This is an optimization exercise on Yosys and OpenROAD, whose aim is small area, a short achievable clock period and few clock cycles per item, not a production implementation.
Only simulation tests tie the RTL to the original design; equivalence was not proved.
Power figures rest on the tool's default switching activity, not on a simulated workload.

[constraint.sdc]
create_clock -name core_clock -period 10.0 [get_ports {clk}]
set_input_delay 2.0000 -clock core_clock [delete_from_list [all_inputs] [get_ports {clk}]]
set_output_delay 2.0000 -clock core_clock [all_outputs]
set_load 0.01 [all_outputs]
[design.v]
package dbg_mem_pkg;
  localparam int unsigned CLKS_PER_BIT = 16;
  localparam int unsigned BIT_CNT_W    = $clog2(CLKS_PER_BIT);
  localparam int unsigned DATA_W      = 32;
  localparam int unsigned STRB_W      = DATA_W / 8;
  localparam int unsigned MEM_WORDS   = 64;
  localparam int unsigned MEM_ADDR_W  = 8;
  localparam int unsigned WORD_ADDR_W = MEM_ADDR_W - 2;
  localparam int unsigned AXIL_ADDR_W = 16;
  localparam int unsigned FIELD_BYTES = 2;
  localparam int unsigned LEN_W       = FIELD_BYTES * 8;
  localparam int unsigned HDR_W       = 2 * LEN_W;
  localparam int unsigned HDR_CNT_W   = $clog2(2 * FIELD_BYTES);
  localparam logic [7:0] CMD_READ  = 8'h11;
  localparam logic [7:0] CMD_WRITE = 8'h12;
  localparam logic [7:0] BYTE_ACK  = 8'h06;
  localparam logic [7:0] BYTE_EOT  = 8'h04;
  localparam logic [1:0] RESP_OKAY   = 2'b00;
  localparam logic [1:0] RESP_SLVERR = 2'b10;
  typedef struct packed {
    logic [WORD_ADDR_W-1:0] addr;
    logic                   we;
    logic [DATA_W-1:0]      wdata;
    logic [STRB_W-1:0]      strb;
  } mem_req_t;
  typedef struct packed {
    logic                   aw_valid;
    logic [AXIL_ADDR_W-1:0] aw_addr;
    logic                   w_valid;
    logic [DATA_W-1:0]      w_data;
    logic [STRB_W-1:0]      w_strb;
    logic                   b_ready;
    logic                   ar_valid;
    logic [AXIL_ADDR_W-1:0] ar_addr;
    logic                   r_ready;
  } axil_req_t;
  typedef struct packed {
    logic              aw_ready;
    logic              w_ready;
    logic              ar_ready;
    logic              b_valid;
    logic [1:0]        b_resp;
    logic              r_valid;
    logic [DATA_W-1:0] r_data;
    logic [1:0]        r_resp;
  } axil_rsp_t;
endpackage
`timescale 1ns/1ps
import dbg_mem_pkg::*;
module uart_byte_rx (
  input  logic       clk,
  input  logic       rst_n_i,
  input  logic       rx_i,
  output logic       byte_valid_o,
  output logic [7:0] byte_o
);
  typedef enum logic [1:0] {RX_IDLE, RX_START, RX_DATA, RX_STOP} rx_state_e;
  rx_state_e            state_q;
  logic                 rx_meta_q, rx_sync_q;
  logic [BIT_CNT_W-1:0] cnt_q;
  logic [2:0]           bit_q;
  logic [7:0]           shift_q;
  logic                 bit_end;
  assign bit_end = (cnt_q == BIT_CNT_W'(CLKS_PER_BIT - 1));
  always_ff @(posedge clk) begin
    if (!rst_n_i) begin
      rx_meta_q    <= 1'b1;
      rx_sync_q    <= 1'b1;
      state_q      <= RX_IDLE;
      cnt_q        <= '0;
      bit_q        <= '0;
      byte_valid_o <= 1'b0;
    end else begin
      rx_meta_q    <= rx_i;
      rx_sync_q    <= rx_meta_q;
      byte_valid_o <= 1'b0;
      cnt_q        <= cnt_q + 1'b1;
      case (state_q)
        RX_IDLE: begin
          cnt_q <= '0;
          if (!rx_sync_q) state_q <= RX_START;
        end
        RX_START: begin
          if (cnt_q == BIT_CNT_W'(CLKS_PER_BIT / 2 - 1)) begin
            cnt_q   <= '0;
            bit_q   <= '0;
            state_q <= rx_sync_q ? RX_IDLE : RX_DATA;
          end
        end
        RX_DATA: begin
          if (bit_end) begin
            bit_q <= bit_q + 1'b1;
            if (bit_q == 3'd7) state_q <= RX_STOP;
          end
        end
        default: begin
          if (bit_end) begin
            byte_valid_o <= rx_sync_q;
            state_q      <= RX_IDLE;
          end
        end
      endcase
    end
  end
  always_ff @(posedge clk) begin
    if (state_q == RX_DATA && bit_end) shift_q <= {rx_sync_q, shift_q[7:1]};
  end
  assign byte_o = shift_q;
endmodule
`timescale 1ns/1ps
import dbg_mem_pkg::*;
module uart_byte_tx (
  input  logic       clk,
  input  logic       rst_n_i,
  input  logic       send_i,
  input  logic [7:0] byte_i,
  output logic       busy_o,
  output logic       tx_o
);
  logic                 busy_q;
  logic [BIT_CNT_W-1:0] cnt_q;
  logic [3:0]           bit_q;
  logic [9:0]           frame_q;
  logic                 bit_end;
  assign bit_end = (cnt_q == BIT_CNT_W'(CLKS_PER_BIT - 1));
  always_ff @(posedge clk) begin
    if (!rst_n_i) begin
      busy_q <= 1'b0;
      cnt_q  <= '0;
      bit_q  <= '0;
    end else if (!busy_q) begin
      cnt_q <= '0;
      bit_q <= '0;
      if (send_i) busy_q <= 1'b1;
    end else begin
      cnt_q <= cnt_q + 1'b1;
      if (bit_end) begin
        bit_q <= bit_q + 1'b1;
        if (bit_q == 4'd9) busy_q <= 1'b0;
      end
    end
  end
  always_ff @(posedge clk) begin
    if (send_i && !busy_q) frame_q <= {1'b1, byte_i, 1'b0};
    else if (busy_q && bit_end) frame_q <= {1'b1, frame_q[9:1]};
  end
  assign busy_o = busy_q;
  assign tx_o   = busy_q ? frame_q[0] : 1'b1;
endmodule
`timescale 1ns/1ps
import dbg_mem_pkg::*;
module uart_dbg_engine (
  input  logic              clk,
  input  logic              rst_n_i,
  input  logic              rx_valid_i,
  input  logic [7:0]        rx_byte_i,
  output logic              tx_send_o,
  output logic [7:0]        tx_byte_o,
  input  logic              tx_busy_i,
  output logic              mem_req_valid_o,
  output logic              mem_we_o,
  output logic [MEM_ADDR_W-1:0] mem_addr_o,
  output logic [7:0]        mem_wdata_o,
  input  logic              mem_gnt_i,
  input  logic              mem_rvalid_i,
  input  logic [DATA_W-1:0] mem_rdata_i
);
  typedef enum logic [3:0] {
    S_IDLE, S_HDR, S_ACK, S_DATA, S_DATA_RX, S_DATA_REQ, S_DATA_RD, S_DATA_TX, S_EOT
  } eng_state_e;
  eng_state_e            state_q;
  logic [HDR_CNT_W-1:0]  hdr_cnt_q;
  logic [HDR_W-1:0]      hdr_q, hdr_next;
  logic [MEM_ADDR_W-1:0] addr_q;
  logic [LEN_W-1:0]      len_q;
  logic                  is_write_q;
  logic                  ack_only_q;
  logic [7:0]            data_q;
  assign hdr_next = {rx_byte_i, hdr_q[HDR_W-1:8]};
  always_ff @(posedge clk) begin
    if (!rst_n_i) begin
      state_q    <= S_IDLE;
      hdr_cnt_q  <= '0;
      addr_q     <= '0;
      len_q      <= '0;
      is_write_q <= 1'b0;
      ack_only_q <= 1'b0;
    end else begin
      case (state_q)
        S_IDLE: begin
          if (rx_valid_i) begin
            if (rx_byte_i == BYTE_ACK) begin
              ack_only_q <= 1'b1;
              state_q    <= S_ACK;
            end else if (rx_byte_i == CMD_READ || rx_byte_i == CMD_WRITE) begin
              is_write_q <= (rx_byte_i == CMD_WRITE);
              ack_only_q <= 1'b0;
              hdr_cnt_q  <= '0;
              state_q    <= S_HDR;
            end
          end
        end
        S_HDR: begin
          if (rx_valid_i) begin
            hdr_cnt_q <= hdr_cnt_q + 1'b1;
            if (hdr_cnt_q == HDR_CNT_W'(2 * FIELD_BYTES - 1)) begin
              addr_q  <= hdr_next[MEM_ADDR_W-1:0];
              len_q   <= hdr_next[HDR_W-1:LEN_W];
              state_q <= S_ACK;
            end
          end
        end
        S_ACK: begin
          if (!tx_busy_i) state_q <= ack_only_q ? S_IDLE : S_DATA;
        end
        S_DATA: begin
          if (len_q == '0) state_q <= S_EOT;
          else state_q <= is_write_q ? S_DATA_RX : S_DATA_REQ;
        end
        S_DATA_RX: begin
          if (rx_valid_i) state_q <= S_DATA_REQ;
        end
        S_DATA_REQ: begin
          if (mem_gnt_i) begin
            if (is_write_q) begin
              addr_q  <= addr_q + 1'b1;
              len_q   <= len_q - 1'b1;
              state_q <= S_DATA;
            end else begin
              state_q <= S_DATA_RD;
            end
          end
        end
        S_DATA_RD: begin
          if (mem_rvalid_i) state_q <= S_DATA_TX;
        end
        S_DATA_TX: begin
          if (!tx_busy_i) begin
            addr_q  <= addr_q + 1'b1;
            len_q   <= len_q - 1'b1;
            state_q <= S_DATA;
          end
        end
        default: begin
          if (!tx_busy_i) state_q <= S_IDLE;
        end
      endcase
    end
  end
  always_ff @(posedge clk) begin
    if (state_q == S_HDR && rx_valid_i) hdr_q <= hdr_next;
  end
  always_ff @(posedge clk) begin
    if (state_q == S_DATA_RX && rx_valid_i) data_q <= rx_byte_i;
    else if (state_q == S_DATA_RD && mem_rvalid_i) data_q <= mem_rdata_i[8*addr_q[1:0] +: 8];
  end
  always_comb begin
    tx_send_o = !tx_busy_i && (state_q == S_ACK || state_q == S_DATA_TX || state_q == S_EOT);
    case (state_q)
      S_ACK:   tx_byte_o = BYTE_ACK;
      S_EOT:   tx_byte_o = BYTE_EOT;
      default: tx_byte_o = data_q;
    endcase
  end
  assign mem_req_valid_o = (state_q == S_DATA_REQ);
  assign mem_we_o        = is_write_q;
  assign mem_addr_o      = addr_q;
  assign mem_wdata_o     = data_q;
endmodule
`timescale 1ns/1ps
import dbg_mem_pkg::*;
module axil_mem_port (
  input  logic                    clk,
  input  logic                    rst_n_i,
  input  dbg_mem_pkg::axil_req_t  axil_req_i,
  output dbg_mem_pkg::axil_rsp_t  axil_rsp_o,
  input  logic                    dbg_req_i,
  input  logic                    dbg_we_i,
  input  logic [MEM_ADDR_W-1:0]   dbg_addr_i,
  input  logic [7:0]              dbg_wdata_i,
  output logic                    dbg_gnt_o,
  output logic                    dbg_rvalid_o,
  output logic                    mem_we_o,
  output logic [WORD_ADDR_W-1:0]  mem_waddr_o,
  output logic [DATA_W-1:0]       mem_wdata_o,
  output logic [STRB_W-1:0]       mem_wstrb_o,
  output logic [WORD_ADDR_W-1:0]  mem_raddr_o,
  input  logic [DATA_W-1:0]       mem_rdata_i
);
  localparam int unsigned QD = 3;   
  logic ar_rdy_q, aw_rdy_q;
  logic ar_acc, aw_acc, dbg_hold;
  logic                   rd_v_q, rd_dbg_q, rd_err_q;
  logic [WORD_ADDR_W-1:0] rd_addr_q;
  logic                   wr_v_q, wr_axi_q, wr_err_q;
  logic [WORD_ADDR_W-1:0] wr_addr_q;
  logic [DATA_W-1:0]      wr_data_q;
  logic [STRB_W-1:0]      wr_strb_q;
  logic [QD-1:0]          rv_q, re_q, bv_q, be_q;
  logic [DATA_W-1:0]      rdat_q [QD];
  logic                   r_pop, b_pop;
  assign ar_acc    = axil_req_i.ar_valid && ar_rdy_q;
  assign aw_acc    = axil_req_i.aw_valid && axil_req_i.w_valid && aw_rdy_q;
  assign dbg_gnt_o = dbg_req_i && !ar_rdy_q && !aw_rdy_q;
  assign dbg_hold  = dbg_req_i && !dbg_gnt_o;
  assign r_pop     = rv_q[0] && axil_req_i.r_ready;
  assign b_pop     = bv_q[0] && axil_req_i.b_ready;
  logic [2:0] r_cnt, b_cnt, r_cnt_nxt, b_cnt_nxt;
  always_comb begin
    r_cnt = 3'(rd_v_q);
    b_cnt = 3'(wr_v_q && wr_axi_q);
    for (int i = 0; i < QD; i++) begin
      r_cnt = r_cnt + 3'(rv_q[i]);
      b_cnt = b_cnt + 3'(bv_q[i]);
    end
    r_cnt_nxt = r_cnt + 3'(ar_acc) - 3'(r_pop);
    b_cnt_nxt = b_cnt + 3'(aw_acc) - 3'(b_pop);
  end
  always_ff @(posedge clk) begin
    if (!rst_n_i) begin
      ar_rdy_q <= 1'b0;
      aw_rdy_q <= 1'b0;
      rd_v_q   <= 1'b0;
      rd_dbg_q <= 1'b0;
      wr_v_q   <= 1'b0;
      wr_axi_q <= 1'b0;
    end else begin
      ar_rdy_q <= (r_cnt_nxt < 3'(QD)) && !dbg_hold;
      aw_rdy_q <= (b_cnt_nxt < 3'(QD)) && !dbg_hold;
      rd_v_q   <= ar_acc;
      rd_dbg_q <= dbg_gnt_o && !dbg_we_i;
      wr_v_q   <= aw_acc || (dbg_gnt_o && dbg_we_i);
      wr_axi_q <= aw_acc;
    end
  end
  always_ff @(posedge clk) begin
    rd_err_q  <= (axil_req_i.ar_addr >= AXIL_ADDR_W'(MEM_WORDS * 4));
    rd_addr_q <= dbg_gnt_o ? dbg_addr_i[MEM_ADDR_W-1:2]
                           : axil_req_i.ar_addr[MEM_ADDR_W-1:2];
    wr_err_q  <= !dbg_gnt_o && (axil_req_i.aw_addr >= AXIL_ADDR_W'(MEM_WORDS * 4));
    wr_addr_q <= dbg_gnt_o ? dbg_addr_i[MEM_ADDR_W-1:2]
                           : axil_req_i.aw_addr[MEM_ADDR_W-1:2];
    wr_data_q <= dbg_gnt_o ? {STRB_W{dbg_wdata_i}} : axil_req_i.w_data;
    wr_strb_q <= dbg_gnt_o ? (STRB_W'(1) << dbg_addr_i[1:0]) : axil_req_i.w_strb;
  end
  assign mem_we_o     = wr_v_q && !wr_err_q;
  assign mem_waddr_o  = wr_addr_q;
  assign mem_wdata_o  = wr_data_q;
  assign mem_wstrb_o  = wr_strb_q;
  assign mem_raddr_o  = rd_addr_q;
  assign dbg_rvalid_o = rd_dbg_q;
  logic [QD-1:0]     rv_sh, re_sh, bv_sh, be_sh;
  logic [DATA_W-1:0] rdat_sh [QD];
  logic [DATA_W-1:0] r_new;
  assign r_new = rd_err_q ? '0 : mem_rdata_i;
  always_comb begin
    for (int i = 0; i < QD; i++) begin
      if (i < QD - 1) begin
        rv_sh[i]   = r_pop ? rv_q[i+1]   : rv_q[i];
        re_sh[i]   = r_pop ? re_q[i+1]   : re_q[i];
        rdat_sh[i] = r_pop ? rdat_q[i+1] : rdat_q[i];
        bv_sh[i]   = b_pop ? bv_q[i+1]   : bv_q[i];
        be_sh[i]   = b_pop ? be_q[i+1]   : be_q[i];
      end else begin
        rv_sh[i]   = r_pop ? 1'b0 : rv_q[i];
        re_sh[i]   = re_q[i];
        rdat_sh[i] = rdat_q[i];
        bv_sh[i]   = b_pop ? 1'b0 : bv_q[i];
        be_sh[i]   = be_q[i];
      end
    end
  end
  logic r_push, b_push;
  assign r_push = rd_v_q;
  assign b_push = wr_v_q && wr_axi_q;
  always_ff @(posedge clk) begin
    for (int i = 0; i < QD; i++) begin
      if (r_push && !rv_sh[i] && (i == 0 || rv_sh[i > 0 ? i-1 : 0])) begin
        rdat_q[i] <= r_new;
        re_q[i]   <= rd_err_q;
      end else begin
        rdat_q[i] <= rdat_sh[i];
        re_q[i]   <= re_sh[i];
      end
      if (b_push && !bv_sh[i] && (i == 0 || bv_sh[i > 0 ? i-1 : 0])) be_q[i] <= wr_err_q;
      else be_q[i] <= be_sh[i];
    end
  end
  always_ff @(posedge clk) begin
    if (!rst_n_i) begin
      rv_q <= '0;
      bv_q <= '0;
    end else begin
      for (int i = 0; i < QD; i++) begin
        rv_q[i] <= rv_sh[i] || (r_push && (i == 0 || rv_sh[i > 0 ? i-1 : 0]));
        bv_q[i] <= bv_sh[i] || (b_push && (i == 0 || bv_sh[i > 0 ? i-1 : 0]));
      end
    end
  end
  always_comb begin
    axil_rsp_o.aw_ready = aw_rdy_q;
    axil_rsp_o.w_ready  = aw_rdy_q;
    axil_rsp_o.ar_ready = ar_rdy_q;
    axil_rsp_o.b_valid  = bv_q[0];
    axil_rsp_o.b_resp   = be_q[0] ? RESP_SLVERR : RESP_OKAY;
    axil_rsp_o.r_valid  = rv_q[0];
    axil_rsp_o.r_data   = rdat_q[0];
    axil_rsp_o.r_resp   = re_q[0] ? RESP_SLVERR : RESP_OKAY;
  end
endmodule
`timescale 1ns/1ps
import dbg_mem_pkg::*;
module scratch_mem (
  input  logic                   clk,
  input  logic                   we_i,
  input  logic [WORD_ADDR_W-1:0] waddr_i,
  input  logic [DATA_W-1:0]      wdata_i,
  input  logic [STRB_W-1:0]      wstrb_i,
  input  logic [WORD_ADDR_W-1:0] raddr_i,
  output logic [DATA_W-1:0]      rdata_o
);
  logic [DATA_W-1:0] mem_q [MEM_WORDS];
  always_ff @(posedge clk) begin
    if (we_i) begin
      for (int b = 0; b < STRB_W; b++) begin
        if (wstrb_i[b]) mem_q[waddr_i][8*b +: 8] <= wdata_i[8*b +: 8];
      end
    end
  end
  assign rdata_o = mem_q[raddr_i];
endmodule
`timescale 1ns/1ps
import dbg_mem_pkg::*;
module dbg_mem_top (
  input  logic      clk,
  input  logic      rst_n_i,
  input  logic      uart_rx_i,
  output logic      uart_tx_o,
  input  logic                   axil_aw_valid_i,
  output logic                   axil_aw_ready_o,
  input  logic [AXIL_ADDR_W-1:0] axil_aw_addr_i,
  input  logic                   axil_w_valid_i,
  output logic                   axil_w_ready_o,
  input  logic [DATA_W-1:0]      axil_w_data_i,
  input  logic [STRB_W-1:0]      axil_w_strb_i,
  output logic                   axil_b_valid_o,
  input  logic                   axil_b_ready_i,
  output logic [1:0]             axil_b_resp_o,
  input  logic                   axil_ar_valid_i,
  output logic                   axil_ar_ready_o,
  input  logic [AXIL_ADDR_W-1:0] axil_ar_addr_i,
  output logic                   axil_r_valid_o,
  input  logic                   axil_r_ready_i,
  output logic [DATA_W-1:0]      axil_r_data_o,
  output logic [1:0]             axil_r_resp_o
);
  dbg_mem_pkg::axil_req_t axil_req_i;
  dbg_mem_pkg::axil_rsp_t axil_rsp_o;
  assign axil_req_i.aw_valid = axil_aw_valid_i;
  assign axil_req_i.aw_addr  = axil_aw_addr_i;
  assign axil_req_i.w_valid  = axil_w_valid_i;
  assign axil_req_i.w_data   = axil_w_data_i;
  assign axil_req_i.w_strb   = axil_w_strb_i;
  assign axil_req_i.b_ready  = axil_b_ready_i;
  assign axil_req_i.ar_valid = axil_ar_valid_i;
  assign axil_req_i.ar_addr  = axil_ar_addr_i;
  assign axil_req_i.r_ready  = axil_r_ready_i;
  assign axil_aw_ready_o = axil_rsp_o.aw_ready;
  assign axil_w_ready_o  = axil_rsp_o.w_ready;
  assign axil_ar_ready_o = axil_rsp_o.ar_ready;
  assign axil_b_valid_o  = axil_rsp_o.b_valid;
  assign axil_b_resp_o   = axil_rsp_o.b_resp;
  assign axil_r_valid_o  = axil_rsp_o.r_valid;
  assign axil_r_data_o   = axil_rsp_o.r_data;
  assign axil_r_resp_o   = axil_rsp_o.r_resp;
  logic                   rx_valid, tx_send, tx_busy;
  logic [7:0]             rx_byte, tx_byte;
  logic                   dbg_valid, dbg_we, dbg_gnt, dbg_rvalid;
  logic [MEM_ADDR_W-1:0]  dbg_addr;
  logic [7:0]             dbg_wdata;
  logic                   mem_we;
  logic [WORD_ADDR_W-1:0] mem_waddr, mem_raddr;
  logic [DATA_W-1:0]      mem_wdata, mem_rdata;
  logic [STRB_W-1:0]      mem_wstrb;
  uart_byte_rx i_uart_rx (
    .clk          ( clk       ),
    .rst_n_i      ( rst_n_i   ),
    .rx_i         ( uart_rx_i ),
    .byte_valid_o ( rx_valid  ),
    .byte_o       ( rx_byte   )
  );
  uart_byte_tx i_uart_tx (
    .clk     ( clk       ),
    .rst_n_i ( rst_n_i   ),
    .send_i  ( tx_send   ),
    .byte_i  ( tx_byte   ),
    .busy_o  ( tx_busy   ),
    .tx_o    ( uart_tx_o )
  );
  uart_dbg_engine i_dbg_engine (
    .clk             ( clk        ),
    .rst_n_i         ( rst_n_i    ),
    .rx_valid_i      ( rx_valid   ),
    .rx_byte_i       ( rx_byte    ),
    .tx_send_o       ( tx_send    ),
    .tx_byte_o       ( tx_byte    ),
    .tx_busy_i       ( tx_busy    ),
    .mem_req_valid_o ( dbg_valid  ),
    .mem_we_o        ( dbg_we     ),
    .mem_addr_o      ( dbg_addr   ),
    .mem_wdata_o     ( dbg_wdata  ),
    .mem_gnt_i       ( dbg_gnt    ),
    .mem_rvalid_i    ( dbg_rvalid ),
    .mem_rdata_i     ( mem_rdata  )
  );
  axil_mem_port i_axil_port (
    .clk          ( clk        ),
    .rst_n_i      ( rst_n_i    ),
    .axil_req_i   ( axil_req_i ),
    .axil_rsp_o   ( axil_rsp_o ),
    .dbg_req_i    ( dbg_valid  ),
    .dbg_we_i     ( dbg_we     ),
    .dbg_addr_i   ( dbg_addr   ),
    .dbg_wdata_i  ( dbg_wdata  ),
    .dbg_gnt_o    ( dbg_gnt    ),
    .dbg_rvalid_o ( dbg_rvalid ),
    .mem_we_o     ( mem_we     ),
    .mem_waddr_o  ( mem_waddr  ),
    .mem_wdata_o  ( mem_wdata  ),
    .mem_wstrb_o  ( mem_wstrb  ),
    .mem_raddr_o  ( mem_raddr  ),
    .mem_rdata_i  ( mem_rdata  )
  );
  scratch_mem i_mem (
    .clk     ( clk       ),
    .we_i    ( mem_we    ),
    .waddr_i ( mem_waddr ),
    .wdata_i ( mem_wdata ),
    .wstrb_i ( mem_wstrb ),
    .raddr_i ( mem_raddr ),
    .rdata_o ( mem_rdata )
  );
endmodule
[config.mk]
export PLATFORM = sky130hd
export DESIGN_NAME = dbg_mem_top
export DESIGN_NICKNAME = dbg_mem_top
export VERILOG_FILES = /design/flow/design.v
export SDC_FILE = /design/flow/constraint.sdc
export NUM_CORES = 4
export LEC_CHECK = 0
export CAP_MARGIN = 20
export CORE_MARGIN = 2
export CORE_UTILIZATION = 40
export SLEW_MARGIN = 20
[run.sh]
#!/bin/bash
# synth_recipe.tcl (not shown) runs the flow's synth.tcl, then flattens the netlist and writes it again
# the make line also repeats each setting of config.mk as NAME=value (left out here)
make -C /OpenROAD-flow-scripts/flow DESIGN_CONFIG=/design/flow/config.mk WORK_HOME=/design/flow/orfs CLKGATE_MAP_FILE= SYNTH_SCRIPT=/design/flow/synth_recipe.tcl finish
==> qor.txt, run 1 <==
Sequential share of the synthesized area - 0.746
FFs w/ async S/R, synth - 0
GRT Util Overall - 0.222
Cell accounting for the most synthesized area - edfxtp_1
Inserted Clock Buffers - 230
Synth top cells by count - 2198 x edfxtp_1, 450 x mux4_2, 398 x nand2_1
Port-buffer cells - 111
Die width - 482 um
Run status - complete, no violations
Die Y - 482 um
Area Growth Syn to Fin - 12.8%
Ranking of synthesized cells by area - edfxtp_1 72%, mux4_2 11%, dfxtp_1 2.5%, mux2i_1 2.2%, nand2_1 1.6%
Final hold vios - 0
Final setup violation count - 0
Startpoint type of the worst setup path - flip-flop
Share of cells above drive strength 1 - 0.195
Overflow after GRT - 0
TritonCTS clock tree - done
RSZ-0062 raised after global routing - false
WL per Instance - 31.6 um
CTS root buf - clkbuf_16
Clk_skew - 0.0442 ns
Max_cap viols - 0
Full die area - 233000 sq um
#FFs+latches synth - 2314
Worst R2R End - i_dbg_engine.data_q[1]$_DFFE_PP_
Hold buffers post-CTS - 0
CTS Sinks - 2314
Mapped Area - 91500 sq um
Drc violations - 0
Top Ports - 118
CP Data Arrival Time - 5.70 ns
Standard-cell rows - 175
Max Slew Vio Count - 0
Final GP Congestion - 0.854
Starting density of the core - 0.402
Lkg Pwr - 32.7 nW
HP Start - i_dbg_engine.hdr_q[23]$_DFFE_PP_
Worst-path clk slew - 0.06 ns
Worst rel slew slack - 0.235
Fin crit period - 5.09 ns
Core area - 227000 sq um
Pin count of the biggest net entering global routing - 105
Top FF cell, synth - edfxtp_1
Filler instances - 19.2k
Cell count after synthesis - 4876
Crit path capture type - flip-flop
Crit Path Class - flip-flop to flip-flop
Reg2reg path depth - 9
Post-synth top area share - 0.721
CTS HTree Levels - 4
Clock Latency Late Sink - 0.90 ns
Power Density - 197 nW/um^2
Cts repair resizes - 0
DRT Pass-1 Iters - 9
Synth cell types - 91
Hold depth - 0
Vias - 48.2k
Max Freq - 196 MHz
Max clock buf depth - 3
Post-synth EDFFs - 2198
Setup bufs post-CTS - 0
Worst R2R Setup Slack - 4.91 ns
Total power - 0.0203 W
Type of the most critical hold path - flip-flop to flip-flop
WL final - 261000 um
Avg Vias per Cell - 5.84
CP max FO - 96
Avg Synthesized Cell Area - 18.8 sq um
Worst-margin pin slew - 1.14 ns
Setup TNS - 0 ns
1st-iter DRT viols - 6883
Most frequent cell after synthesis - edfxtp_1
Yosys warns - 7
Peak VDD IR - 0.000151 V
Final cycle utilization of the critical path - 0.509
Hold EP - i_dbg_engine.hdr_q[15]$_DFFE_PP_
HPWL after DPL - 161000 um
First-pass GRT wire length - 363000 um
CP Data Required Time - 10.61 ns
Initial antenna violation count - 22
Vias in the first global route - 46.9k
ANT nets after route - 0
Final nets - 5152
==> state kept, by name (all words and copies together) (netlist names), 4 cells and up, named ones only <==
signal                 count
i_axil_port.rdat_q        96
i_axil_port.wr_addr_q      6
i_axil_port.wr_data_q     32
i_axil_port.wr_strb_q      4
i_dbg_engine.addr_q        8
i_dbg_engine.data_q        8
i_dbg_engine.hdr_q        24
i_dbg_engine.len_q        16
i_dbg_engine.state_q       4
i_mem.mem_q             2048
i_uart_rx.cnt_q            4
i_uart_rx.shift_q          8
i_uart_tx.bit_q            4
i_uart_tx.cnt_q            4
i_uart_tx.frame_q          9
==> layout by cell type (no fill, tap or decap), types with 25 or more instances in the layout <==
cell type	count
nand2_1	391
inv_1	50
o221ai_1	39
ha_1	25
dfxtp_1	78
o22ai_1	67
a21oi_1	117
nand3_1	35
o21ai_0	81
clkdlybuf4s50_1	111
clkinv_1	52
clkbuf_16	230
nor3_1	40
mux4_2	450
buf_4	98
mux2i_1	197
clkinv_2	42
nor2_1	359
a22oi_1	37
clkbuf_1	41
bufinv_16	26
edfxtp_1	2198
==> worst max-delay path by stage <==
stage                                         endpoint  slack, ns  cells past startpoint
floorplan           i_axil_port.rdat_q[2][0]$_DFFE_PP_       5.66                      4
global placement      i_dbg_engine.data_q[1]$_DFFE_PP_       4.83                      8
detailed placement    i_dbg_engine.data_q[1]$_DFFE_PP_       4.79                      8
CTS                   i_dbg_engine.data_q[1]$_DFFE_PP_       4.78                      8
global route          i_dbg_engine.data_q[1]$_DFFE_PP_       4.63                      9
finish                i_dbg_engine.data_q[1]$_DFFE_PP_       4.91                      9
==> worst max-delay path, cell delays in order, from the launching register on <==
cell and delay [ns]:
dfxtp_4 0.78, buf_12 0.63, buf_4 0.68, mux4_2 0.65, mux4_2 0.48, nand2_1 0.08, nand2_1 0.18, o21ai_2 0.64
o22ai_1 0.19, a211o_1 0.28
==> layer usage <==
layer	track usage	wire length (um)	vias to the layer above
met3	0.0565	25500	447
met2	0.345	122000	2333
met4	0.0825	9300	18
li1	-	-	19900
met5	0.00123	451	-
met1	0.303	103000	25500
==> power breakdown <==
part | internal, W | switching (W)
logic | 0.000339 | 0.000619
registers | 0.0106 | 0.0000800
clock network | 0.00496 | 0.00371
total | 0.0159 | 0.00441
==> logic make-up (layout without fill, tap and decap cells) <==
| kind of cell | Yosys count | count (layout) | share of synthesized area |
|---|---|---|---|
| and+or+nand+nor | 1010 | 1010 | 0.0483 |
| other | 1 | 23 | 0.0000410 |
| xor gates and xnor gates | 11 | 11 | 0.00105 |
| AOI/OAI and AO/OA | 481 | 481 | 0.0349 |
| muxes | 695 | 695 | 0.142 |
| buffers and inverters | 335 | 696 | 0.0230 |
| DFF | 2314 | 2314 | 0.746 |
| adders and majority gates | 29 | 29 | 0.00429 |
==> per-stage QoR <==
| stage | cell area [sq um] | cells | utilization | hold WS, ns | setup slack, ns |
|---|---|---|---|---|---|
| after global routing | 103000 | 8248 | 0.454 | 0.432 | 4.63 |
| after global placement | 95500 | 7819 | 0.420 | 0.402 | 4.83 |
| after floorplan | 91500 | 4877 | - | 0.386 | 5.66 |
| final | 103000 | 8268 | 0.454 | 0.422 | 4.91 |
| after CTS | 103000 | 8246 | 0.453 | 0.419 | 4.78 |
| after detailed placement | 95600 | 7823 | 0.420 | 0.410 | 4.79 |
==> final cells by class <==
cell class                      instances  area (sq um)  share of cell area
Antenna cell                           21          52.6            0.000509
Inverter                               54           206             0.00200
Multi-Input combinational cell       2228         21200               0.206
Clock inverter                        142          1500              0.0145
Clock buffer                          281          6050              0.0586
Tap cell                             3009          3760              0.0365
Sequential cell                      2314         68400               0.662
Timing Repair Buffer                  219          2050              0.0198
Testbench counts, summed over its fixed seeds: cycles 6,416, items 6,400.
==> run 2, diff against run 1 <==
--- a/design.v
+++ b/design.v
@@ -142,9 +142,14 @@
   end
   always_ff @(posedge clk) begin
-    if (send_i && !busy_q) frame_q <= {1'b1, byte_i, 1'b0};
-    else if (busy_q && bit_end) frame_q <= {1'b1, frame_q[9:1]};
+    if (!rst_n_i) frame_q[0] <= 1'b1;
+    else if (send_i && !busy_q) frame_q[0] <= 1'b0;
+    else if (busy_q && bit_end) frame_q[0] <= frame_q[1];
+  end
+  always_ff @(posedge clk) begin
+    if (send_i && !busy_q) frame_q[9:1] <= {1'b1, byte_i};
+    else if (busy_q && bit_end) frame_q[9:1] <= {1'b1, frame_q[9:2]};
   end
   assign busy_o = busy_q;
-  assign tx_o   = busy_q ? frame_q[0] : 1'b1;
+  assign tx_o   = frame_q[0];
 endmodule
 `timescale 1ns/1ps
@@ -171,5 +176,4 @@
   eng_state_e            state_q;
   logic [HDR_CNT_W-1:0]  hdr_cnt_q;
-  logic [HDR_W-1:0]      hdr_q, hdr_next;
   logic [MEM_ADDR_W-1:0] addr_q;
   logic [LEN_W-1:0]      len_q;
@@ -177,5 +181,4 @@
   logic                  ack_only_q;
   logic [7:0]            data_q;
-  assign hdr_next = {rx_byte_i, hdr_q[HDR_W-1:8]};
   always_ff @(posedge clk) begin
     if (!rst_n_i) begin
@@ -204,9 +207,13 @@
           if (rx_valid_i) begin
             hdr_cnt_q <= hdr_cnt_q + 1'b1;
-            if (hdr_cnt_q == HDR_CNT_W'(2 * FIELD_BYTES - 1)) begin
-              addr_q  <= hdr_next[MEM_ADDR_W-1:0];
-              len_q   <= hdr_next[HDR_W-1:LEN_W];
-              state_q <= S_ACK;
-            end
+            case (hdr_cnt_q)
+              2'd0:    addr_q        <= rx_byte_i;
+              2'd1:    ;
+              2'd2:    len_q[7:0]    <= rx_byte_i;
+              default: begin
+                len_q[15:8] <= rx_byte_i;
+                state_q     <= S_ACK;
+              end
+            endcase
           end
         end
@@ -249,7 +256,4 @@
   end
   always_ff @(posedge clk) begin
-    if (state_q == S_HDR && rx_valid_i) hdr_q <= hdr_next;
-  end
-  always_ff @(posedge clk) begin
     if (state_q == S_DATA_RX && rx_valid_i) data_q <= rx_byte_i;
     else if (state_q == S_DATA_RD && mem_rvalid_i) data_q <= mem_rdata_i[8*addr_q[1:0] +: 8];
@@ -285,5 +289,5 @@
   output logic [DATA_W-1:0]       mem_wdata_o,
   output logic [STRB_W-1:0]       mem_wstrb_o,
-  output logic [WORD_ADDR_W-1:0]  mem_raddr_o,
+  output logic [MEM_WORDS-1:0]    mem_rsel_o,
   input  logic [DATA_W-1:0]       mem_rdata_i
 );
@@ -292,6 +296,6 @@
   logic ar_acc, aw_acc, dbg_hold;
   logic                   rd_v_q, rd_dbg_q, rd_err_q;
-  logic [WORD_ADDR_W-1:0] rd_addr_q;
-  logic                   wr_v_q, wr_axi_q, wr_err_q;
+  logic [MEM_WORDS-1:0]   rd_sel_q;
+  logic                   wr_we_q, wr_axi_q, wr_err_q;
   logic [WORD_ADDR_W-1:0] wr_addr_q;
   logic [DATA_W-1:0]      wr_data_q;
@@ -309,5 +313,5 @@
   always_comb begin
     r_cnt = 3'(rd_v_q);
-    b_cnt = 3'(wr_v_q && wr_axi_q);
+    b_cnt = 3'(wr_axi_q);
     for (int i = 0; i < QD; i++) begin
       r_cnt = r_cnt + 3'(rv_q[i]);
@@ -323,5 +327,5 @@
       rd_v_q   <= 1'b0;
       rd_dbg_q <= 1'b0;
-      wr_v_q   <= 1'b0;
+      wr_we_q  <= 1'b0;
       wr_axi_q <= 1'b0;
     end else begin
@@ -330,13 +334,18 @@
       rd_v_q   <= ar_acc;
       rd_dbg_q <= dbg_gnt_o && !dbg_we_i;
-      wr_v_q   <= aw_acc || (dbg_gnt_o && dbg_we_i);
+      wr_we_q  <= (aw_acc && !aw_err) || (dbg_gnt_o && dbg_we_i);
       wr_axi_q <= aw_acc;
     end
   end
+  logic                   ar_err, aw_err;
+  logic [WORD_ADDR_W-1:0] rd_addr;
+  assign ar_err  = (axil_req_i.ar_addr >= AXIL_ADDR_W'(MEM_WORDS * 4));
+  assign aw_err  = (axil_req_i.aw_addr >= AXIL_ADDR_W'(MEM_WORDS * 4));
+  assign rd_addr = dbg_gnt_o ? dbg_addr_i[MEM_ADDR_W-1:2] : axil_req_i.ar_addr[MEM_ADDR_W-1:2];
   always_ff @(posedge clk) begin
-    rd_err_q  <= (axil_req_i.ar_addr >= AXIL_ADDR_W'(MEM_WORDS * 4));
-    rd_addr_q <= dbg_gnt_o ? dbg_addr_i[MEM_ADDR_W-1:2]
-                           : axil_req_i.ar_addr[MEM_ADDR_W-1:2];
-    wr_err_q  <= !dbg_gnt_o && (axil_req_i.aw_addr >= AXIL_ADDR_W'(MEM_WORDS * 4));
+    rd_err_q  <= ar_err;
+    for (int w = 0; w < MEM_WORDS; w++)
+      rd_sel_q[w] <= (rd_addr == WORD_ADDR_W'(w)) && (dbg_gnt_o || !ar_err);
+    wr_err_q  <= aw_err;
     wr_addr_q <= dbg_gnt_o ? dbg_addr_i[MEM_ADDR_W-1:2]
                            : axil_req_i.aw_addr[MEM_ADDR_W-1:2];
@@ -344,14 +353,14 @@
     wr_strb_q <= dbg_gnt_o ? (STRB_W'(1) << dbg_addr_i[1:0]) : axil_req_i.w_strb;
   end
-  assign mem_we_o     = wr_v_q && !wr_err_q;
+  assign mem_we_o     = wr_we_q;
   assign mem_waddr_o  = wr_addr_q;
   assign mem_wdata_o  = wr_data_q;
   assign mem_wstrb_o  = wr_strb_q;
-  assign mem_raddr_o  = rd_addr_q;
+  assign mem_rsel_o   = rd_sel_q;
   assign dbg_rvalid_o = rd_dbg_q;
   logic [QD-1:0]     rv_sh, re_sh, bv_sh, be_sh;
   logic [DATA_W-1:0] rdat_sh [QD];
   logic [DATA_W-1:0] r_new;
-  assign r_new = rd_err_q ? '0 : mem_rdata_i;
+  assign r_new = mem_rdata_i;
   always_comb begin
     for (int i = 0; i < QD; i++) begin
@@ -373,5 +382,5 @@
   logic r_push, b_push;
   assign r_push = rd_v_q;
-  assign b_push = wr_v_q && wr_axi_q;
+  assign b_push = wr_axi_q;
   always_ff @(posedge clk) begin
     for (int i = 0; i < QD; i++) begin
@@ -417,16 +426,20 @@
   input  logic [DATA_W-1:0]      wdata_i,
   input  logic [STRB_W-1:0]      wstrb_i,
-  input  logic [WORD_ADDR_W-1:0] raddr_i,
+  input  logic [MEM_WORDS-1:0]   rsel_i,    
   output logic [DATA_W-1:0]      rdata_o
 );
   logic [DATA_W-1:0] mem_q [MEM_WORDS];
   always_ff @(posedge clk) begin
-    if (we_i) begin
+    for (int w = 0; w < MEM_WORDS; w++) begin
       for (int b = 0; b < STRB_W; b++) begin
-        if (wstrb_i[b]) mem_q[waddr_i][8*b +: 8] <= wdata_i[8*b +: 8];
+        if (we_i && waddr_i == WORD_ADDR_W'(w) && wstrb_i[b])
+          mem_q[w][8*b +: 8] <= wdata_i[8*b +: 8];
       end
     end
   end
-  assign rdata_o = mem_q[raddr_i];
+  always_comb begin
+    rdata_o = '0;
+    for (int w = 0; w < MEM_WORDS; w++) rdata_o = rdata_o | (mem_q[w] & {DATA_W{rsel_i[w]}});
+  end
 endmodule
 `timescale 1ns/1ps
@@ -480,5 +493,6 @@
   logic [7:0]             dbg_wdata;
   logic                   mem_we;
-  logic [WORD_ADDR_W-1:0] mem_waddr, mem_raddr;
+  logic [WORD_ADDR_W-1:0] mem_waddr;
+  logic [MEM_WORDS-1:0]   mem_rsel;
   logic [DATA_W-1:0]      mem_wdata, mem_rdata;
   logic [STRB_W-1:0]      mem_wstrb;
@@ -529,5 +543,5 @@
     .mem_wdata_o  ( mem_wdata  ),
     .mem_wstrb_o  ( mem_wstrb  ),
-    .mem_raddr_o  ( mem_raddr  ),
+    .mem_rsel_o   ( mem_rsel   ),
     .mem_rdata_i  ( mem_rdata  )
   );
@@ -538,5 +552,5 @@
     .wdata_i ( mem_wdata ),
     .wstrb_i ( mem_wstrb ),
-    .raddr_i ( mem_raddr ),
+    .rsel_i  ( mem_rsel  ),
     .rdata_o ( mem_rdata )
   );
==> flow/run.sh (new file) <==
#!/bin/bash
set -euo pipefail
sed 's/"\${@:-finish}"/SETUP_SLACK_MARGIN=7 "${@:-finish}"/' standard.sh > tuned.sh
bash tuned.sh > layout.log 2>&1
==> standard.sh (new file) <==
#!/bin/bash
# synth_recipe.tcl (not shown) runs the flow's synth.tcl, then flattens the netlist and writes it again
# the make line also repeats each setting of config.mk as NAME=value (left out here)
make -C /OpenROAD-flow-scripts/flow DESIGN_CONFIG=/design/flow/config.mk WORK_HOME=/design/flow/orfs CLKGATE_MAP_FILE= SYNTH_SCRIPT=/design/flow/synth_recipe.tcl "${@:-finish}"
--- a/config.mk
+++ b/config.mk
@@ -8,4 +8,6 @@
 export CAP_MARGIN = 20
 export CORE_MARGIN = 2
-export CORE_UTILIZATION = 40
+export CORE_UTILIZATION = 50
+export CTS_CLUSTER_DIAMETER = 100
+export CTS_CLUSTER_SIZE = 24
 export SLEW_MARGIN = 20
removed: run.sh
==> qor.txt, run 2 <==
CTS root buf - clkbuf_16
Area Growth Syn to Fin - 13.6%
Run status - complete, no violations
HPWL after DPL - 204000 um
Standard-cell rows - 152
Cell count after synthesis - 4922
CP Data Required Time - 8.00 ns
FFs w/ async S/R, synth - 0
Synth cell types - 69
Max_cap viols - 0
TritonCTS clock tree - done
Sequential share of the synthesized area - 0.795
Avg Vias per Cell - 7.22
WP depth - 1
Final hold vios - 0
ANT nets after route - 0
Critical path buffer and inverter count - 1
Largest delay contributor family on the critical path - flip-flops
Drc violations - 0
Final cycle utilization of the critical path - 0.330
Mapped Area - 86500 sq um
Inserted Clock Buffers - 108
Overflow after GRT - 0
Fin crit period - 3.30 ns
Share of cells above drive strength 1 - 0.189
Startpoint type of the worst setup path - flip-flop
Ranking of synthesized cells by area - edfxtp_1 75%, a22o_1 5.2%, a221oi_1 5.2%, dfxtp_1 4.0%, and2_1 1.9%
Clock Latency Late Sink - 0.80 ns
Hold depth - 1
First-pass GRT wire length - 451000 um
GRT Util Overall - 0.388
Yosys warns - 8
Util after Layout - 0.572
Starting density of the core - 0.504
Vias in the first global route - 49.5k
Total power - 0.0162 W
Top Registers - i_mem.mem_q (2048), i_axil_port.rdat_q (96), i_axil_port.rd_sel_q (64)
Reg2reg path depth - 3
Max Freq - 303 MHz
Crit path capture type - output port
Peak VDD IR - 0.000130 V
Place WS - 5.27 ns
Cell accounting for the most synthesized area - edfxtp_1
CP Data Arrival Time - 1.30 ns
Biggest register - i_mem.mem_q
Power Density - 164 nW/um^2
Lkg Pwr - 31.3 nW
Post-synth top area share - 0.755
Worst rel slew slack - 0.229
Clk_skew - 0.0554 ns
RSZ-0062 raised after global routing - true
Worst-margin pin slew - 1.16 ns
Die width - 420 um
DRT Pass-1 Iters - 9
Filler instances - 13.0k
Setup TNS - 0 ns
WL final - 346000 um
Most frequent cell after synthesis - edfxtp_1
Die Y - 420 um
Full die area - 176000 sq um
1st-iter DRT viols - 11.2k
Worst-path clk slew - 0.10 ns
#FFs+latches synth - 2348
Initial antenna violation count - 28
Port-buffer cells - 111
Pin count of the biggest net entering global routing - 65
Most frequent cells in the layout - 2174 x edfxtp_1, 509 x a22o_1, 409 x a221oi_1
CTS HTree Levels - 3
Most common cell after layout, fill and taps aside - edfxtp_1
Vias - 55.0k
Crit Path Class - flip-flop to output port
Final nets - 5309
WL per Instance - 45.5 um
Final GP Congestion - 1.03
Core area - 172000 sq um
Top FF cell, synth - edfxtp_1
Max Slew Vio Count - 0
Synth top cells by count - 2174 x edfxtp_1, 513 x a22o_1, 512 x a221oi_1
Setup WS post-layout - 6.70 ns
CTS Sinks - 2348
Max clock buf depth - 3
Type of the most critical hold path - flip-flop to flip-flop
Top Ports - 118
CP cell instances - buf_2
Max reg flops - 2048
Post-synth EDFFs - 2174
Avg Synthesized Cell Area - 17.6 sq um
Final setup violation count - 0
Slowest library cell on the worst path - edfxtp_1
Largest stage delay, worst path - 0.38 ns
CP max FO - 1
## run 2: logic make-up (layout without fill, tap and decap cells)
group	count (synthesis)	count (layout)	synth area share
flip-flops	2348	2348	0.795
AO/OA/AOI/OAI	1195	1196	0.116
AND/OR/NAND/NOR	943	947	0.0579
buffers and inverters	315	660	0.0155
multiplexers	79	79	0.0101
adder cells (fa/ha/maj)	30	30	0.00469
XOR/XNOR	11	11	0.00111
other	1	31	0.0000433
## run 2: report_power, final
group          total, W  internal (W)  switching [W]
sequential       0.0108        0.0107       0.000120
combinational  0.000185     0.0000694       0.000115
clock           0.00515       0.00209        0.00306
## run 2: through the flow
step / hold slack [ns] / cells / instance area, sq um
detailed placement: 0.410 / 7189 / 90600
CTS: 0.427 / 7504 / 96600
floorplan: 0.386 / 4923 / 86800
global placement: 0.399 / 7189 / 90600
global route: 0.463 / 7585 / 98200
finish: 0.423 / 7612 / 98300
## run 2: path summary, 6_finish.rpt
| path | slack, ns | endpoint | startpoint |
|---|---|---|---|
| max reg2reg | 6.75 | i_mem.mem_q[10][1]$_DFFE_PP_ | i_axil_port.wr_we_q$_SDFF_PN0_ |
| min | 0.42 | i_uart_rx.rx_sync_q$_SDFF_PN1_ | i_uart_rx.rx_meta_q$_SDFF_PN1_ |
| min reg2reg | 0.42 | i_uart_rx.rx_sync_q$_SDFF_PN1_ | i_uart_rx.rx_meta_q$_SDFF_PN1_ |
| max | 6.70 | axil_r_data_o[31] | i_axil_port.rdat_q[0][31]$_DFFE_PP_ |
## run 2: timing repair
item,in CTS,in global routing
setup buffers,124,74
gates resized for setup,578,192
pin swaps,87,71
gates cloned,11,4
endpoints found under the setup margin,875,1219
hold buffers,0,0
## run 2: area by class of cell
class / instances / area [sq um] / share of cell area
Antenna cell: 29 / 72.6 / 0.000738
Clock buffer: 177 / 3030 / 0.0308
Clock inverter: 3 / 47.5 / 0.000484
Inverter: 37 / 153 / 0.00155
Multi-Input combinational cell: 2265 / 18200 / 0.185
Sequential cell: 2348 / 69000 / 0.702
Tap cell: 2310 / 2890 / 0.0294
Timing Repair Buffer: 443 / 4900 / 0.0498
## run 2: routing by layer
| layer | vias up | wire [um] | global-route usage |
|---|---|---|---|
| li1 | 20800 | - | - |
| met4 | 16 | 26700 | 0.246 |
| met2 | 5098 | 147000 | 0.557 |
| met1 | 28000 | 118000 | 0.512 |
| met5 | - | 102 | 0 |
| met3 | 1048 | 53900 | 0.124 |
Testbench counts of run 2, summed over its fixed seeds: cycles 6,416, items 6,400.
==> run 3, diff against run 2 <==
--- a/design.v
+++ b/design.v
@@ -310,15 +310,11 @@
   assign r_pop     = rv_q[0] && axil_req_i.r_ready;
   assign b_pop     = bv_q[0] && axil_req_i.b_ready;
-  logic [2:0] r_cnt, b_cnt, r_cnt_nxt, b_cnt_nxt;
-  always_comb begin
-    r_cnt = 3'(rd_v_q);
-    b_cnt = 3'(wr_axi_q);
-    for (int i = 0; i < QD; i++) begin
-      r_cnt = r_cnt + 3'(rv_q[i]);
-      b_cnt = b_cnt + 3'(bv_q[i]);
-    end
-    r_cnt_nxt = r_cnt + 3'(ar_acc) - 3'(r_pop);
-    b_cnt_nxt = b_cnt + 3'(aw_acc) - 3'(b_pop);
-  end
+  logic r_ge2, r_ge3, b_ge2, b_ge3, r_full_nxt, b_full_nxt;
+  assign r_ge2 = rv_q[1] || (rv_q[0] && rd_v_q);
+  assign r_ge3 = rv_q[2] || (rv_q[1] && rd_v_q);
+  assign b_ge2 = bv_q[1] || (bv_q[0] && wr_axi_q);
+  assign b_ge3 = bv_q[2] || (bv_q[1] && wr_axi_q);
+  assign r_full_nxt = (ar_acc && !r_pop) ? r_ge2 : (ar_acc == r_pop) && r_ge3;
+  assign b_full_nxt = (aw_acc && !b_pop) ? b_ge2 : (aw_acc == b_pop) && b_ge3;
   always_ff @(posedge clk) begin
     if (!rst_n_i) begin
@@ -330,6 +326,6 @@
       wr_axi_q <= 1'b0;
     end else begin
-      ar_rdy_q <= (r_cnt_nxt < 3'(QD)) && !dbg_hold;
-      aw_rdy_q <= (b_cnt_nxt < 3'(QD)) && !dbg_hold;
+      ar_rdy_q <= !r_full_nxt && !dbg_hold;
+      aw_rdy_q <= !b_full_nxt && !dbg_hold;
       rd_v_q   <= ar_acc;
       rd_dbg_q <= dbg_gnt_o && !dbg_we_i;
==> flow/run.sh (replaced) <==
#!/bin/bash
# The standard layout (the standard.sh: unchanged synthesis and ORFS steps) with two
# changes to how it optimises, none to the constraints:
#  - every input and output port still gets its own buffer, but a buf_4 instead of the
#    delay-cell buffer buffer_ports picks by default.
# Make's output goes to layout.log here; each ORFS step keeps its own log under orfs/logs.
set -euo pipefail
extra='SETUP_SLACK_MARGIN=6.8 "BUFFER_PORTS_ARGS=-buffer_cell sky130_fd_sc_hd__buf_4"'
sed "s|\"\\\${@:-finish}\"|$extra \"\${@:-finish}\"|" standard.sh > tuned.sh
grep -q 'SETUP_SLACK_MARGIN=6.8' tuned.sh
bash tuned.sh > layout.log 2>&1
==> qor.txt, run 3 <==
Run status - complete, no violations
Filler instances - 13.3k
Cell count after synthesis - 4901
Capture point of the critical path - i_mem.mem_q[59][17]$_DFFE_PP_
Worst R2R Setup Slack - 6.55 ns
Final hold vios - 0
HPWL after DPL - 202000 um
Most frequent cell after synthesis - edfxtp_1
DRT Pass-1 Iters - 7
Net Sw Frac - 0.204
Area Growth Syn to Fin - 9.47%
Core area - 172000 sq um
CTS root buf - clkbuf_16
Combinational power share - 0.010
Max_cap viols - 0
Worst-path clk slew - 0.11 ns
Post-synth top area share - 0.752
Register area - 69000 sq um
Top FF cell, synth - edfxtp_1
Type of the most critical hold path - flip-flop to flip-flop
1st-iter DRT viols - 10.5k
RR Startpoint - i_axil_port.wr_we_q$_SDFF_PN0_
Avg Synthesized Cell Area - 17.7 sq um
Synth top cells by count - 2174 x edfxtp_1, 513 x a22o_1, 509 x a221oi_1
Clock Power Share - 0.319
Worst rel slew slack - 0.260
Post-synth EDFFs - 2174
Sequential Power Share - 0.671
Pin count of the biggest net entering global routing - 65
WL final - 336000 um
ANT nets after route - 0
CP max FO - 16
Non-Filler Instances - 7422
Max Slew Vio Count - 0
Worst R2R End - i_mem.mem_q[59][17]$_DFFE_PP_
CTS HTree Levels - 3
Mapped Area - 86800 sq um
WL per Instance - 45.3 um
Lkg Pwr - 30.1 nW
GRT Util Overall - 0.376
Sw Pwr - 0.00328 W
First-pass GRT wire length - 439000 um
RSZ-0062 raised after global routing - true
Die Y - 421 um
Largest stage delay, worst path - 0.88 ns
Placed cells - 7166
Multi-input combinational cell area - 17000 sq um
Synth cell types - 72
Crit path launch - i_axil_port.wr_we_q$_SDFF_PN0_
Vias in the first global route - 48.7k
Overflow after GRT - 0
Max Freq - 290 MHz
Worst-margin pin slew - 1.11 ns
Port-buffer cells - 111
#FFs+latches synth - 2348
Standard-cell rows - 152
Die width - 421 um
Biggest register - i_mem.mem_q
Avg Vias per Cell - 7.24
Placement Cell Area - 90200 sq um
Crit Path Class - flip-flop to flip-flop
CTS Sinks - 2348
Clock Latency Late Sink - 0.79 ns
Clk_skew - 0.0302 ns
Slowest library cell on the worst path - and2_1
Hold buffers post-CTS - 0
Final setup violation count - 0
Yosys warns - 8
Top Registers - i_mem.mem_q (2048), i_axil_port.rdat_q (96), i_axil_port.rd_sel_q (64)
FFs w/ async S/R, synth - 0
Startpoint type of the worst setup path - flip-flop
TritonCTS clock tree - done
Starting density of the core - 0.504
CP Data Required Time - 10.40 ns
Final nets - 5112
Power Density - 170 nW/um^2
Max clock buf depth - 3
Final cycle utilization of the critical path - 0.345
Cell accounting for the most synthesized area - edfxtp_1
Drc violations - 0
Full die area - 177000 sq um
Most common cell after layout, fill and taps aside - edfxtp_1
Internal - 0.0128 W
Reg2reg path depth - 3
Sequential share of the synthesized area - 0.792
Final GP Congestion - 0.998
Share of cells above drive strength 1 - 0.150
Fin crit period - 3.45 ns
Setup TNS - 0 ns
Vias - 53.8k
Ranking of synthesized cells by area - edfxtp_1 75%, a22o_1 5.2%, a221oi_1 5.1%, dfxtp_1 4.0%, and2_1 1.9%
Crit path capture type - flip-flop
Inserted Clock Buffers - 107
CP cell instances - nand3_1 > nor2_1 > and2_1
Peak VDD IR - 0.000140 V
Top Ports - 118
Initial antenna violation count - 25
Most frequent cells in the layout - 2174 x edfxtp_1, 513 x a22o_1, 468 x a221oi_1
CP Data Arrival Time - 3.85 ns
Util after Layout - 0.552
Max reg flops - 2048
Post-layout instance area - 95000 sq um
-- run 3: layout make-up --
class	instances	area share
antenna	15	0.000395
multi-input combinational	2239	0.179
inverter	30	0.00119
clock buffer	188	0.0321
tap	2310	0.0304
clock inverter	2	0.000184
timing repair buffer	290	0.0305
sequential	2348	0.726
-- run 3: how the worst min path moves through the flow --
| stage | startpoint | endpoint | cells past startpoint |
|---|---|---|---|
| 2_1_floorplan | i_uart_rx.rx_meta_q$_SDFF_PN1_ | i_uart_rx.rx_sync_q$_SDFF_PN1_ | 1 |
| 3_3_place_gp | i_uart_rx.rx_meta_q$_SDFF_PN1_ | i_uart_rx.rx_sync_q$_SDFF_PN1_ | 1 |
| 3_5_place_dp | i_uart_rx.rx_meta_q$_SDFF_PN1_ | i_uart_rx.rx_sync_q$_SDFF_PN1_ | 1 |
| 4_1_cts | i_uart_rx.rx_meta_q$_SDFF_PN1_ | i_uart_rx.rx_sync_q$_SDFF_PN1_ | 1 |
| 5_1_grt | i_uart_rx.rx_meta_q$_SDFF_PN1_ | i_uart_rx.rx_sync_q$_SDFF_PN1_ | 1 |
| 6_report | i_uart_rx.rx_meta_q$_SDFF_PN1_ | i_uart_rx.rx_sync_q$_SDFF_PN1_ | 1 |
-- run 3: power groups by stage --
stage | sequential [W] | combinational, W | clock (W)
after global placement | 0.0111 | 0.000148 | 0
after CTS | 0.0108 | 0.000159 | 0.00509
final | 0.0108 | 0.000164 | 0.00514
after floorplan | 0.0110 | 0.0000699 | 0
after global routing | 0.0108 | 0.000177 | 0.00541
after detailed placement | 0.0111 | 0.000155 | 0
-- run 3: metal layers --
| layer | track usage | part of all wire | up-vias |
|---|---|---|---|
| met2 | 0.546 | 0.43 | 4745 |
| met5 | 0 | 0.00044 | - |
| li1 | - | - | 20400 |
| met4 | 0.224 | 0.074 | 22 |
| met3 | 0.112 | 0.15 | 974 |
| met1 | 0.502 | 0.35 | 27600 |
-- run 3: critical path, delay by kind of cell, from the launching register on --
family | cells | cell delay (ns)
and+or+nand+nor | 3 | 2.34
DFF | 1 | 0.70
-- run 3: cell families after synthesis --
| family | synth area share |
|---|---|
| flip-flops | 0.792 |
| AO/OA/AOI/OAI | 0.117 |
| AND/OR/NAND/NOR | 0.0585 |
| buffers and inverters | 0.0181 |
| multiplexers | 0.0106 |
| adder cells (fa/ha/maj) | 0.00288 |
| XOR/XNOR | 0.000908 |
| other | 0.0000432 |
-- run 3: timing repair --
action | 4_1_cts | 5_1_grt
buffers inserted | 20 | 25
pin swaps | 35 | 32
setup endpoints to repair | 372 | 577
cloned | 0 | 3
gates resized for setup | 185 | 127
-- run 3: per-stage QoR --
stage | power (W) | setup WS, ns | hold WS [ns]
2_1_floorplan | 0.0111 | 6.71 | 0.386
3_3_place_gp | 0.0112 | 6.16 | 0.401
3_5_place_dp | 0.0112 | 6.15 | 0.401
4_1_cts | 0.0161 | 6.61 | 0.434
5_1_grt | 0.0164 | 6.63 | 0.466
6_report | 0.0161 | 6.55 | 0.426
Testbench counts of run 3, summed over its fixed seeds: cycles 6,416, items 6,400.
==> run 4, diff against run 3 <==
--- a/config.mk
+++ b/config.mk
@@ -8,5 +8,5 @@
 export CAP_MARGIN = 20
 export CORE_MARGIN = 2
-export CORE_UTILIZATION = 50
+export CORE_UTILIZATION = 70
 export CTS_CLUSTER_DIAMETER = 100
 export CTS_CLUSTER_SIZE = 24
==> qor.txt, run 4 <==
Avg Vias per Cell - 8.21
Crit path capture type - flip-flop
Most frequent cells in the layout - 2174 x edfxtp_1, 513 x a22o_1, 489 x a221oi_1
CP max FO - 16
Max reg flops - 2048
Yosys warns - 8
Type of the most critical hold path - flip-flop to flip-flop
CTS root buf - clkbuf_16
Clk_skew - 0.0453 ns
Lkg Pwr - 29.7 nW
Clock Latency Late Sink - 0.79 ns
Full die area - 127000 sq um
Ranking of synthesized cells by area - edfxtp_1 75%, a22o_1 5.2%, a221oi_1 5.1%, dfxtp_1 4.0%, and2_1 1.9%
CTS Sinks - 2348
Drc violations - 0
Max clock buf depth - 3
CP Data Arrival Time - 3.90 ns
CTS HTree Levels - 3
Die width - 356 um
Pin count of the biggest net entering global routing - 65
Share of cells above drive strength 1 - 0.129
Cell count after synthesis - 4901
WL per Instance - 47.2 um
Max Freq - 287 MHz
RSZ-0062 raised after global routing - true
Combinational power share - 0.008
Fin crit period - 3.49 ns
HPWL after DPL - 191000 um
WL final - 316000 um
Post-synth top area share - 0.752
Clock Power Share - 0.315
Top Registers - i_mem.mem_q (2048), i_axil_port.rdat_q (96), i_axil_port.rd_sel_q (64)
1st-iter DRT viols - 12.1k
DRT Pass-1 Iters - 7
Crit Path Class - flip-flop to flip-flop
Synth top cells by count - 2174 x edfxtp_1, 513 x a22o_1, 509 x a221oi_1
Core area - 123000 sq um
Top Ports - 118
Filler instances - 7171
Place WS - 6.13 ns
Final hold vios - 0
Most common cell after layout, fill and taps aside - edfxtp_1
Worst-margin pin slew - 1.22 ns
Worst rel slew slack - 0.188
Overflow after GRT - 0
Final GP Congestion - 1.04
TritonCTS clock tree - done
Final cycle utilization of the critical path - 0.349
Synth cell types - 72
Power Density - 172 nW/um^2
FFs w/ async S/R, synth - 0
Final nets - 5063
Worst-path clk slew - 0.11 ns
#FFs+latches synth - 2348
Net Sw Frac - 0.199
Avg Synthesized Cell Area - 17.7 sq um
CP Data Required Time - 10.41 ns
Max_cap viols - 0
ANT nets after route - 0
Cell accounting for the most synthesized area - edfxtp_1
GRT Util Overall - 0.497
Max Slew Vio Count - 0
Starting density of the core - 0.704
Setup WS post-layout - 6.51 ns
Sequential share of the synthesized area - 0.792
Peak VDD IR - 0.000157 V
Register area - 69000 sq um
Standard-cell rows - 129
Die Y - 356 um
Multi-input combinational cell area - 16800 sq um
Final setup violation count - 0
Vias in the first global route - 49.9k
Initial antenna violation count - 21
Internal - 0.0128 W
Most frequent cell after synthesis - edfxtp_1
Startpoint type of the worst setup path - flip-flop
Mapped Area - 86800 sq um
Inserted Clock Buffers - 107
Run status - complete, no violations
First-pass GRT wire length - 416000 um
Area Growth Syn to Fin - 7.47%
Post-synth EDFFs - 2174
Top FF cell, synth - edfxtp_1
Port-buffer cells - 111
Sw Pwr - 0.00319 W
Sequential Power Share - 0.677
Biggest register - i_mem.mem_q
Vias - 55.0k
Setup TNS - 0 ns
[run 4: cell types whose count changed in the layout (fill, tap and decap cells not counted), sizes merged]
cell,before,now
buf,287,238
clkbuf,191,178
diode,15,26
inv,32,31
nand2b,11,12
[run 4: area by class of cell]
type,count,area share
clock inverters,1,0.0000939
clock buffers,176,0.0326
diodes,26,0.000698
multi-input cells,2240,0.180
inverters,30,0.00121
repair buffers,240,0.0237
flip-flops and latches,2348,0.740
well taps,1637,0.0220
[run 4: stage by stage]
step / utilization / instance area (sq um) / total power, W / hold slack, ns / std cells
after detailed placement: 0.723 / 89200 / 0.0112 / 0.395 / 6470
final: 0.756 / 93300 / 0.0160 / 0.425 / 6698
after global routing: 0.756 / 93200 / 0.0163 / 0.472 / 6673
after global placement: 0.723 / 89200 / 0.0112 / 0.401 / 6470
after CTS: 0.752 / 92700 / 0.0159 / 0.422 / 6656
after floorplan: - / 86900 / 0.0111 / 0.386 / 4902
[run 4: logic make-up (layout without fill, tap and decap cells)]
family | count (synthesis) | count (layout) | synth area share
AO/OA/AOI/OAI | 1202 | 1202 | 0.117
XOR/XNOR | 9 | 9 | 0.000908
adder cells (fa/ha/maj) | 20 | 20 | 0.00288
buffers and inverters | 315 | 447 | 0.0181
flip-flops | 2348 | 2348 | 0.792
multiplexers | 82 | 82 | 0.0106
other | 1 | 28 | 0.0000432
AND/OR/NAND/NOR | 924 | 925 | 0.0585
[run 4: layer usage]
| layer | GRT usage | up-vias | share of wire |
|---|---|---|---|
| met4 | 0.343 | 22 | 0.088 |
| met2 | 0.696 | 6161 | 0.42 |
| met5 | 0 | - | 0.00079 |
| met1 | 0.627 | 26900 | 0.30 |
| li1 | - | 20300 | - |
| met3 | 0.222 | 1497 | 0.19 |
[run 4: power groups by stage]
stage | logic, W | clock network, W | registers [W]
6_report | 0.000128 | 0.00506 | 0.0109
5_1_grt | 0.000139 | 0.00527 | 0.0109
4_1_cts | 0.000125 | 0.00496 | 0.0109
2_1_floorplan | 0.0000699 | 0 | 0.0110
3_3_place_gp | 0.000118 | 0 | 0.0111
3_5_place_dp | 0.000120 | 0 | 0.0111
[run 4: worst paths after layout]
check                                 startpoint                             end  slack (ns)  cells after the start
hold / removal    i_uart_rx.rx_meta_q$_SDFF_PN1_  i_uart_rx.rx_sync_q$_SDFF_PN1_        0.42                      1
setup reg to reg  i_axil_port.wr_we_q$_SDFF_PN0_   i_mem.mem_q[43][15]$_DFFE_PP_        6.51                      3
setup / recovery  i_axil_port.wr_we_q$_SDFF_PN0_   i_mem.mem_q[43][15]$_DFFE_PP_        6.51                      3
hold reg to reg   i_uart_rx.rx_meta_q$_SDFF_PN1_  i_uart_rx.rx_sync_q$_SDFF_PN1_        0.42                      1
[run 4: critical path, cell delays in order, from the launching register on]
cell and delay [ns]:
dfxtp_1 0.66, nand3b_1 0.64, nor2_1 0.95, and2_1 0.87
[run 4: timing repair]
item / 4_1_cts / 5_1_grt
buffers inserted: 9 / 12
setup endpoints to repair: 62 / 265
gates resized for setup: 95 / 79
hold buffers: 0 / 0
pin swaps: 17 / 23
cloned: 0 / 2

-- separate check: timing with driven ports --
No port has a modelled driver above. Below, the same layouts with a new extraction and two added sets of constraints. Step 1 sets driving cells, clkbuf_16 on the clock port and buf_2 on the other inputs (assumed; they add their load-dependent delay and slew). Step 2 also shifts input and output timing later by t, the mid clock arrival at the registers, as if the neighbouring blocks saw the same clock. Slacks: ideal / step 1 / step 2; pairs: ideal / step 1.
run | shift t [ns] | slack for setup (ns) | worst hold slack (ns) | clock arrival spread, ns | worst register clock-pin slew, ns
run 1 | 0.963 | 4.910 / 4.910 / 4.910 | 0.422 / 0.422 / 0.422 | 0.048 / 0.048 | 0.07 / 0.07
run 2 | 0.855 | 6.704 / 6.619 / 6.090 | 0.423 / 0.423 / 0.423 | 0.056 / 0.055 | 0.11 / 0.11
run 3 | 0.858 | 6.546 / 6.546 / 6.209 | 0.426 / 0.426 / 0.426 | 0.042 / 0.042 | 0.11 / 0.11
run 4 | 0.851 | 6.511 / 6.511 / 6.125 | 0.425 / 0.425 / 0.425 | 0.049 / 0.049 | 0.11 / 0.11
After both steps every run listed still meets setup and hold. For run 2, which loses most, drivers alone change the setup slack by -0.085 ns; drivers and shift together by -0.614 ns.
